Source: an optimization exercise on an open RTL-to-GDS flow (aim: small area, a short achievable clock period and few clock cycles). Production flows keep margins and buffers that such runs may drop. Function was checked by simulation only, so behaviour that the tests miss may differ from the original. No activity file was given, so power comes from the tool's default toggle rates.

==> flow/design.v <==
`default_nettype none
package alu_pkg;
  localparam int DATA_W = 32;
  localparam int RESULT_W = 64;  
  typedef enum logic [4:0] {
    op_add  = 5'b00011,
    op_sub  = 5'b00100,
    op_shr  = 5'b00101,
    op_shra = 5'b00110,
    op_shl  = 5'b00111,
    op_ror  = 5'b01000,
    op_rol  = 5'b01001,
    op_and  = 5'b01010,
    op_or   = 5'b01011,
    op_mul  = 5'b01111,
    op_div  = 5'b10000,
    op_neg  = 5'b10001,
    op_not  = 5'b10010,
    op_nop  = 5'b11010
  } alu_op_e;
  typedef struct packed {
    alu_op_e             op;
    logic                inc_pc;  
    logic [DATA_W-1:0]   a;
    logic [DATA_W-1:0]   b;
  } alu_req_t;
  typedef struct packed {
    logic [DATA_W-1:0] hi;
    logic [DATA_W-1:0] lo;
  } alu_result_t;
  typedef enum logic [2:0] {sh_shr, sh_shra, sh_shl, sh_ror, sh_rol} shift_op_e;
endpackage
`default_nettype wire
`default_nettype none
module alu_logic_arith (
  input  wire logic [alu_pkg::DATA_W-1:0] a,
  input  wire logic [alu_pkg::DATA_W-1:0] b,
  output logic      [alu_pkg::DATA_W-1:0] and_out,
  output logic      [alu_pkg::DATA_W-1:0] or_out,
  output logic      [alu_pkg::DATA_W-1:0] add_out,
  output logic      [alu_pkg::DATA_W-1:0] sub_out,
  output logic      [alu_pkg::DATA_W-1:0] neg_out,
  output logic      [alu_pkg::DATA_W-1:0] not_out,
  output logic      [alu_pkg::DATA_W-1:0] inc_out
);
  localparam int W = alu_pkg::DATA_W;
  function automatic logic [W-1:0] add_cin(
    input logic [W-1:0] x,
    input logic [W-1:0] y,
    input logic         cin
  );
    add_cin = x + y + {{(W-1){1'b0}}, cin};
  endfunction
  always_comb begin
    and_out = a & b;
    or_out  = a | b;
    not_out = ~b;
    add_out = add_cin(a, b, 1'b0);
    sub_out = add_cin(a, ~b, 1'b1);    
    neg_out = add_cin('0, ~b, 1'b1);   
    inc_out = add_cin(a, '0, 1'b1);    
  end
endmodule
`default_nettype wire
`default_nettype none
module alu_shifter (
  input  wire logic [alu_pkg::DATA_W-1:0] a,
  input  wire logic [4:0]                 amount,
  input  wire alu_pkg::shift_op_e         sel,
  output logic      [alu_pkg::DATA_W-1:0] shift_out
);
  localparam int W = alu_pkg::DATA_W;
  logic [5:0][W-1:0] stage;
  logic              left;
  logic              rot;
  logic              fill;
  always_comb begin
    int src;
    left = (sel == alu_pkg::sh_shl) || (sel == alu_pkg::sh_rol);
    rot  = (sel == alu_pkg::sh_ror) || (sel == alu_pkg::sh_rol);
    fill = (sel == alu_pkg::sh_shra) && a[W-1];  
    for (int j = 0; j < W; j++) begin
      stage[0][j] = left ? a[W-1-j] : a[j];
    end
    for (int s = 0; s < 5; s++) begin
      for (int j = 0; j < W; j++) begin
        src = j + (1 << s);
        if (!amount[s]) begin
          stage[s+1][j] = stage[s][j];
        end else if (src < W || rot) begin
          stage[s+1][j] = stage[s][src % W];  
        end else begin
          stage[s+1][j] = fill;
        end
      end
    end
    for (int j = 0; j < W; j++) begin
      shift_out[j] = left ? stage[5][W-1-j] : stage[5][j];
    end
  end
endmodule
`default_nettype wire
`default_nettype none
module alu_booth_mul (
  input  wire logic                         clock,
  input  wire logic                         reset,
  input  wire logic                         start,
  input  wire logic [alu_pkg::DATA_W-1:0]   multiplicand,
  input  wire logic [alu_pkg::DATA_W-1:0]   multiplier,
  output logic                              done,
  output logic      [alu_pkg::RESULT_W-1:0] product
);
  localparam int W = alu_pkg::DATA_W;
  logic         run;
  logic [3:0]   count;
  logic [W+1:0] mcand;     
  logic [W+1:0] acc;
  logic [W:0]   mq;        
  logic [W+1:0] pp;
  logic [W+1:0] sum;
  always_comb begin
    case (mq[2:0])
      3'b001, 3'b010: pp = mcand;
      3'b011:         pp = mcand << 1;
      3'b100:         pp = -(mcand << 1);
      3'b101, 3'b110: pp = -mcand;
      default:        pp = '0;
    endcase
    sum = acc + pp;
  end
  assign product = {acc[W-1:0], mq[W:1]};
  always_ff @(posedge clock) begin
    if (reset) begin
      run   <= 1'b0;
      count <= '0;
      done  <= 1'b0;
    end else begin
      done <= 1'b0;
      if (start) begin
        run   <= 1'b1;
        count <= '0;
      end else if (run) begin
        count <= count + 4'd1;
        if (count == 4'd15) begin
          run  <= 1'b0;
          done <= 1'b1;
        end
      end
    end
  end
  always_ff @(posedge clock) begin
    if (start) begin
      mcand <= {{2{multiplicand[W-1]}}, multiplicand};
      acc   <= '0;
      mq    <= {multiplier, 1'b0};
    end else if (run) begin
      acc <= {{2{sum[W+1]}}, sum[W+1:2]};  
      mq  <= {sum[1:0], mq[W:2]};
    end
  end
endmodule
`default_nettype wire
`default_nettype none
module alu_divider (
  input  wire logic                       clock,
  input  wire logic                       reset,
  input  wire logic                       start,
  input  wire logic [alu_pkg::DATA_W-1:0] dividend,
  input  wire logic [alu_pkg::DATA_W-1:0] divisor,
  output logic                            done,
  output logic      [alu_pkg::DATA_W-1:0] quotient,
  output logic      [alu_pkg::DATA_W-1:0] remainder
);
  localparam int W = alu_pkg::DATA_W;
  logic         run;
  logic [4:0]   count;
  logic [W-1:0] rem_q;
  logic [W-1:0] quo_q;     
  logic [W-1:0] dvs_q;
  logic         qneg_q;
  logic         rneg_q;    
  logic         zero_q;
  logic [W:0]   shifted;
  logic [W:0]   diff;
  logic [W-1:0] rem_next;
  logic [W-1:0] quo_next;
  always_comb begin
    shifted  = {rem_q, quo_q[W-1]};
    diff     = shifted - {1'b0, dvs_q};
    rem_next = diff[W] ? shifted[W-1:0] : diff[W-1:0];
    quo_next = {quo_q[W-2:0], ~diff[W]};
  end
  always_ff @(posedge clock) begin
    if (reset) begin
      run   <= 1'b0;
      count <= '0;
      done  <= 1'b0;
    end else begin
      done <= 1'b0;
      if (start) begin
        run   <= 1'b1;
        count <= '0;
      end else if (run) begin
        count <= count + 5'd1;
        if (count == 5'd31) begin
          run  <= 1'b0;
          done <= 1'b1;
        end
      end
    end
  end
  always_ff @(posedge clock) begin
    if (start) begin
      rem_q  <= '0;
      quo_q  <= dividend[W-1] ? -dividend : dividend;
      dvs_q  <= divisor[W-1] ? -divisor : divisor;
      qneg_q <= dividend[W-1] ^ divisor[W-1];
      rneg_q <= dividend[W-1];
      zero_q <= (divisor == '0);
    end else if (run) begin
      rem_q <= rem_next;
      quo_q <= quo_next;
      if (count == 5'd31) begin
        quotient  <= zero_q ? '1 : (qneg_q ? -quo_next : quo_next);
        remainder <= rneg_q ? -rem_next : rem_next;
      end
    end
  end
endmodule
`default_nettype wire
`default_nettype none
module alu_unit (
  input  wire logic                  clock,
  input  wire logic                  reset,
  input  wire logic                  start,
  input  wire alu_pkg::alu_req_t     req,
  output logic                       busy,
  output logic                       done,
  output alu_pkg::alu_result_t       result
);
  typedef enum logic [1:0] {st_idle, st_wait_mul, st_wait_div} state_e;
  state_e                          state;
  alu_pkg::alu_req_t               req_q;
  logic                            pend_q;
  logic                            accept;
  logic                            mul_start, mul_done;
  logic                            div_start, div_done;
  logic [alu_pkg::DATA_W-1:0]      and_out, or_out, add_out, sub_out;
  logic [alu_pkg::DATA_W-1:0]      neg_out, not_out, inc_out, shift_out;
  logic [alu_pkg::DATA_W-1:0]      quotient, remainder;
  logic [alu_pkg::RESULT_W-1:0]    product;
  alu_pkg::shift_op_e              shift_sel;
  alu_pkg::alu_result_t            single_val;
  assign busy = (state != st_idle);
  assign accept = start && !busy;  
  assign mul_start = pend_q && !req_q.inc_pc && (req_q.op == alu_pkg::op_mul);
  assign div_start = pend_q && !req_q.inc_pc && (req_q.op == alu_pkg::op_div);
  always_comb begin
    case (req_q.op)
      alu_pkg::op_shra: shift_sel = alu_pkg::sh_shra;
      alu_pkg::op_shl:  shift_sel = alu_pkg::sh_shl;
      alu_pkg::op_ror:  shift_sel = alu_pkg::sh_ror;
      alu_pkg::op_rol:  shift_sel = alu_pkg::sh_rol;
      default:          shift_sel = alu_pkg::sh_shr;
    endcase
  end
  always_comb begin
    single_val = '0;  
    if (req_q.inc_pc) begin
      single_val.lo = inc_out;
    end else begin
      case (req_q.op)
        alu_pkg::op_and:  single_val.lo = and_out;
        alu_pkg::op_or:   single_val.lo = or_out;
        alu_pkg::op_add:  single_val.lo = add_out;
        alu_pkg::op_sub:  single_val.lo = sub_out;
        alu_pkg::op_neg:  single_val.lo = neg_out;
        alu_pkg::op_not:  single_val.lo = not_out;
        alu_pkg::op_shr, alu_pkg::op_shra, alu_pkg::op_shl,
        alu_pkg::op_ror, alu_pkg::op_rol: single_val.lo = shift_out;
        default:          single_val.lo = '0;  
      endcase
    end
  end
  always_ff @(posedge clock) begin
    if (accept) begin
      req_q <= req;
    end
  end
  always_ff @(posedge clock) begin
    if (reset) begin
      state  <= st_idle;
      pend_q <= 1'b0;
      done   <= 1'b0;
      result <= '0;
    end else begin
      pend_q <= accept;
      done   <= 1'b0;
      case (state)
        st_idle: begin
          if (mul_start) begin
            state <= st_wait_mul;
          end else if (div_start) begin
            state <= st_wait_div;
          end else if (pend_q) begin
            done   <= 1'b1;
            result <= single_val;
          end
        end
        st_wait_mul: begin
          if (mul_done) begin
            done   <= 1'b1;
            result <= alu_pkg::alu_result_t'(product);
            state  <= st_idle;
          end
        end
        st_wait_div: begin
          if (div_done) begin
            done      <= 1'b1;
            result.hi <= remainder;
            result.lo <= quotient;
            state     <= st_idle;
          end
        end
        default: state <= st_idle;
      endcase
    end
  end
  alu_logic_arith u_logic_arith (
    .a(req_q.a), .b(req_q.b),
    .and_out(and_out), .or_out(or_out), .add_out(add_out), .sub_out(sub_out),
    .neg_out(neg_out), .not_out(not_out), .inc_out(inc_out)
  );
  alu_shifter u_shifter (
    .a(req_q.a), .amount(req_q.b[4:0]), .sel(shift_sel), .shift_out(shift_out)
  );
  alu_booth_mul u_booth_mul (
    .clock(clock), .reset(reset), .start(mul_start),
    .multiplicand(req_q.a), .multiplier(req_q.b),
    .done(mul_done), .product(product)
  );
  alu_divider u_divider (
    .clock(clock), .reset(reset), .start(div_start),
    .dividend(req_q.a), .divisor(req_q.b),
    .done(div_done), .quotient(quotient), .remainder(remainder)
  );
endmodule
`default_nettype wire
`default_nettype none
module alu_top (
  input  wire logic        clock,
  input  wire logic        reset,
  input  wire logic        start,
  input  wire logic [4:0]  op,
  input  wire logic        inc_pc,
  input  wire logic [31:0] a,
  input  wire logic [31:0] b,
  output logic             busy,
  output logic             done,
  output logic [63:0]      result
);
  alu_pkg::alu_req_t    req;
  alu_pkg::alu_result_t res;
  assign req.op     = alu_pkg::alu_op_e'(op);
  assign req.inc_pc = inc_pc;
  assign req.a      = a;
  assign req.b      = b;
  assign result     = {res.hi, res.lo};
  alu_unit u_alu_unit (
    .clock(clock), .reset(reset), .start(start), .req(req),
    .busy(busy), .done(done), .result(res)
  );
endmodule
`default_nettype wire
==> flow/run.sh <==
#!/bin/bash
# synth_recipe.tcl (not shown) runs the flow's synth.tcl, then flattens the netlist and writes it again
# the make line also repeats each setting of config.mk as NAME=value (left out here)
make -C /OpenROAD-flow-scripts/flow DESIGN_CONFIG=/design/flow/config.mk WORK_HOME=/design/flow/orfs CLKGATE_MAP_FILE= SYNTH_SCRIPT=/design/flow/synth_recipe.tcl finish
==> flow/config.mk <==
export PLATFORM = sky130hd
export DESIGN_NAME = alu_top
export DESIGN_NICKNAME = alu_top
export VERILOG_FILES = /design/flow/design.v
export SDC_FILE = /design/flow/constraint.sdc
export NUM_CORES = 4
export LEC_CHECK = 0
export CAP_MARGIN = 20
export CORE_MARGIN = 2
export CORE_UTILIZATION = 40
export SLEW_MARGIN = 20
==> flow/constraint.sdc <==
create_clock -name core_clock -period 5.5 [get_ports {clock}]
set_input_delay 1.1000 -clock core_clock [delete_from_list [all_inputs] [get_ports {clock}]]
set_output_delay 1.1000 -clock core_clock [all_outputs]
set_load 0.01 [all_outputs]
==> flow_metrics.py <==
metrics = {
    "synthesis": {
        "synthMuxAreaShare_pct": 7.11,
        "synth_fa_ha_area_share_pct": 6.86,
        "yosysSeqAreaShare_pct": 33.2,
        "syn-mean-instance-area_sq_um": 8.64,
        "synthCells": 3789,
        "synth_cell_type_count": 100,
        "synth_edf_count": 265,
        "ys_warn_count": 5,
        "mappedNetlistNets": 4039,
        "yosys.area_share.simple_pct": 16.6,
        "ys_ff_latch": 411,
        "synth_top_family_by_area": "compound AO/OA/AOI/OAI gates",
        "synth_top_flop_cell": "edfxtp_1",
        "synth_compound_area_share_pct": 24.0,
        "synth-xor-area-share_pct": 7.17,
        "async_reset_ff_share_pct": 0,
        "syn-cell-area_sq_mm": 0.0327,
    },
    "final_layout": {
        "drive_gt1_share_pct": 8.57,
        "final_nets": 4082,
        "postLayoutCoreUtil_pct": 45.9,
        "fill_cells": 7882,
        "mostFrequentLayoutCell": "nand2_1",
        "area_growth_pct": 13.4,
        "final_cell_mix": "nand2_1, a21oi_1, edfxtp_1",
        "finalInstanceArea_sq_mm": 0.0371,
    },
    "grt": {
        "grt_pass1_vias": 29000,
        "grt_max_degree": 74,
        "overflow": 0,
        "grt_pass1_wl_microns": 194000,
        "antenna_found_initial": 8,
        "grt_util_all_layers_pct": 30.5,
    },
    "clocking": {
        "cts_tree": "done",
        "clock_sinks": 411,
        "clockBufferDepth": 3,
        "cts_root_buffer": "clkbuf_16",
        "cts_max_level": 2,
        "path_clk_slew_ns": 0.06,
        "cts_made_buffers": 50,
        "clk_latency_ns": 0.62,
    },
    "pwr": {
        "vdd.ir_drop.worst_mv": 0.206,
        "leakagePower_nw": 13.8,
        "p_per_area_mw_per_mm2": 300,
    },
    "floorplan": {
        "die_y_microns": 290,
        "ioPinCount": 139,
        "dieArea_sq_mm": 0.0841,
        "core_area_sq_mm": 0.0808,
        "start_util_pct": 40.5,
        "fp.dieW_microns": 290,
        "placementRows": 104,
    },
    "timing": {
        "clock_skew_ns": 0.0252,
        "fin_crit_sh_pct": 92.1,
        "fin_crit_ns": 5.07,
        "holdWs_ns": 0.456,
        "fin_ws_ns": 0.435,
        "fin_setup_tns_ns": 0,
        "relSlewSlack_pct": 23.5,
        "maxSlewViolCount": 0,
        "setup_viol": 0,
        "hold_violations": 0,
        "max_freq_mhz": 197,
        "worst_pin_slew_ns": 1.15,
        "rsz0062_at_grt": "false",
    },
    "placement": {
        "port_buffers": 138,
        "place_area_sq_mm": 0.0354,
        "gp_congestion": 1.05,
        "detailed_place_hpwl_microns": 99000,
        "dp_slack_ns": 0.224,
    },
    "setup_path": {
        "ff2ff_path_depth": 25,
        "critPathCaptureType": "register",
        "cp_max_fo": 6,
        "cp.arrival_ns": 5.42,
        "required_ns": 5.85,
        "critPathLaunchType": "register",
        "critPathKind": "register to register",
    },
    "drt": {
        "dr.pass1.iters": 6,
        "wl_per_cell_microns": 27.0,
        "num_vias": 31400,
        "drc": 0,
        "drtIter0Drc": 3782,
        "vias_per_cell": 6.36,
        "final_antenna_net_count": 0,
        "drt-total-wl_microns": 133000,
    },
    "run_status": {
        "outcome": "no timing/DRC/antenna violations",
    },
    "worst_hold_path": {
        "min_path_type": "register to register",
        "min_path_cells": 2,
    },
    "flow_run": {
        "maxCapViolations": 0,
    },
}
registers in the layout (all words and copies together), names as in the netlist, 2 cells and up:
| register | flops |
|---|---|
| u_alu_unit.req_q | 70 |
| u_alu_unit.result | 64 |
| u_alu_unit.u_booth_mul.mq | 33 |
| u_alu_unit.u_booth_mul.acc | 32 |
| u_alu_unit.u_booth_mul.mcand | 32 |
| u_alu_unit.u_divider.dvs_q | 32 |
| u_alu_unit.u_divider.quo_q | 32 |
| u_alu_unit.u_divider.quotient | 32 |
| u_alu_unit.u_divider.rem_q | 32 |
| u_alu_unit.u_divider.remainder | 32 |
| u_alu_unit.u_divider.count | 5 |
| u_alu_unit.u_booth_mul.count | 4 |
| u_alu_unit.state | 2 |
what timing repair did:
item / 4_1_cts / 5_1_grt
hold endpoints to repair: 0 / 0
endpoints found under the setup margin: 0 / 5
gates resized for setup: 0 / 6
buffers inserted: 0 / 0
hold buffers: 0 / 0
synth_stat cells (all sizes together) (8+ instances only):
library cell	number	area, sq um
o211ai	26	195
xnor2	176	1540
inv	170	638
nand4	25	156
a31oi	36	225
and2	21	133
mux2i	101	1010
o41ai	13	121
nand2b	59	369
nor2b	20	125
xor2	92	806
buf	45	191
nor3b	8	60.1
clkbuf	219	822
ha	173	2160
o21a	27	203
a21o	62	465
a211oi	59	443
nor4	32	228
nand3	131	661
o21ai	251	1260
o221ai	22	193
a221oi	59	517
and3	28	176
a22o	36	315
nor3	86	445
o21bai	29	218
a21oi	313	1570
dfxtp	146	2920
mux2	19	214
mux4	49	1100
a221o	27	270
o31ai	29	236
nand3b	8	60.1
a22oi	52	390
o22ai	40	250
or2	12	75.1
a2111oi	15	131
edfxtp	265	7960
or3	37	234
nand2	389	1460
or4	19	143
nor2	252	948
a211o	11	96.3
path summary, 6_finish.rpt:
check                                            from  slack [ns]                                      endpoint
min                u_alu_unit.result[54]$_SDFFE_PP0P_        0.46            u_alu_unit.result[54]$_SDFFE_PP0P_
min reg2reg        u_alu_unit.result[54]$_SDFFE_PP0P_        0.46            u_alu_unit.result[54]$_SDFFE_PP0P_
max          u_alu_unit.u_divider.quo_q[31]$_DFFE_PP_        0.43  u_alu_unit.u_divider.remainder[30]$_DFFE_PP_
max reg2reg  u_alu_unit.u_divider.quo_q[31]$_DFFE_PP_        0.43  u_alu_unit.u_divider.remainder[30]$_DFFE_PP_
worst max-delay path, stage by stage (launching register included):
cell and delay, ns:
edfxtp_1 0.42, inv_1 0.08, ha_1 0.16, inv_1 0.07, fa_2 0.38, a211oi_2 0.20
o21ai_1 0.17, a41oi_2 0.35, o21ai_4 0.14, and4_1 0.26, o21a_1 0.25, nor2_4 0.18
inv_1 0.11, nand2_1 0.07, o21ai_0 0.13, inv_1 0.09, ha_1 0.21, nand2_1 0.08
or3_1 0.32, or2_2 0.33, nor2_1 0.11, o21ai_1 0.12, o31ai_4 0.11, nand3_2 0.15
o31ai_2 0.21, xnor2_1 0.09
cell families (layout without fill, tap and decap cells):
kind of cell,count (synthesis),in the layout
flops,411,411
fa+ha+maj,177,177
buf+inv,435,519
mux,169,169
simple gates,1143,1143
xor+xnor,268,268
other cells,0,4
compound gates,1186,1186
metal layers:
| layer | track usage (%) | wire (microns) | vias up |
|---|---|---|---|
| met5 | 0 | 13 | - |
| met4 | 18.3 | 9880 | 2 |
| met3 | 5.84 | 11900 | 398 |
| met2 | 47.3 | 58200 | 1689 |
| met1 | 39.5 | 53300 | 15100 |
| li1 | - | - | 14200 |
metrics by stage:
stage	instances	power (mW)
after floorplan	3789	6.46
after global placement	4840	7.67
after detailed placement	4840	7.67
after CTS	4933	11.1
after global routing	4933	11.6
final	4937	11.1
layout make-up:
type                    count  area, sq um  share of cell area, %
diodes                      4         10.0                 0.0270
clock buffers              60         1300                   3.50
clock inverters            33          358                  0.964
inverters                 171          642                   1.73
multi-input cells        2943        20300                   54.8
flip-flops and latches    411        10900                   29.3
well taps                1060         1330                   3.57
repair buffers            255         2270                   6.11
power by group:
part | leakage (nW) | switching [mW] | internal [mW] | total [mW]
clock | 0.796 | 1.44 | 1.98 | 3.41
sequential | 3.65 | 0.324 | 3.53 | 3.86
combinational | 9.39 | 2.38 | 1.48 | 3.85
Testbench counts, summed over its fixed seeds: cycles 42,759.

==> re-timing with driven ports <==
The results above use ideal ports. As a check the final layout listed here was re-extracted and re-timed, cells and wires unchanged. Step 1: set_driving_cell puts a clkbuf_16 on clock and a buf_2 on each other input, an assumption about the parent block. Step 2, shift: input delay + t, output delay - t, t = (earliest + latest rising clock arrival at the registers) / 2. This alone moves slack from input paths to output paths. Slacks: no drivers / after step 1 / after step 2; pairs: no drivers / after step 1.
t (ns): 0.673
slack for setup (ns): 0.435 / 0.435 / 0.435
slew at the worst register clock pin (ns): 0.07 / 0.07
After both steps setup and hold are still met in this run. For this run, drivers alone change the setup slack by 0.000 ns; drivers and shift together by 0.000 ns.
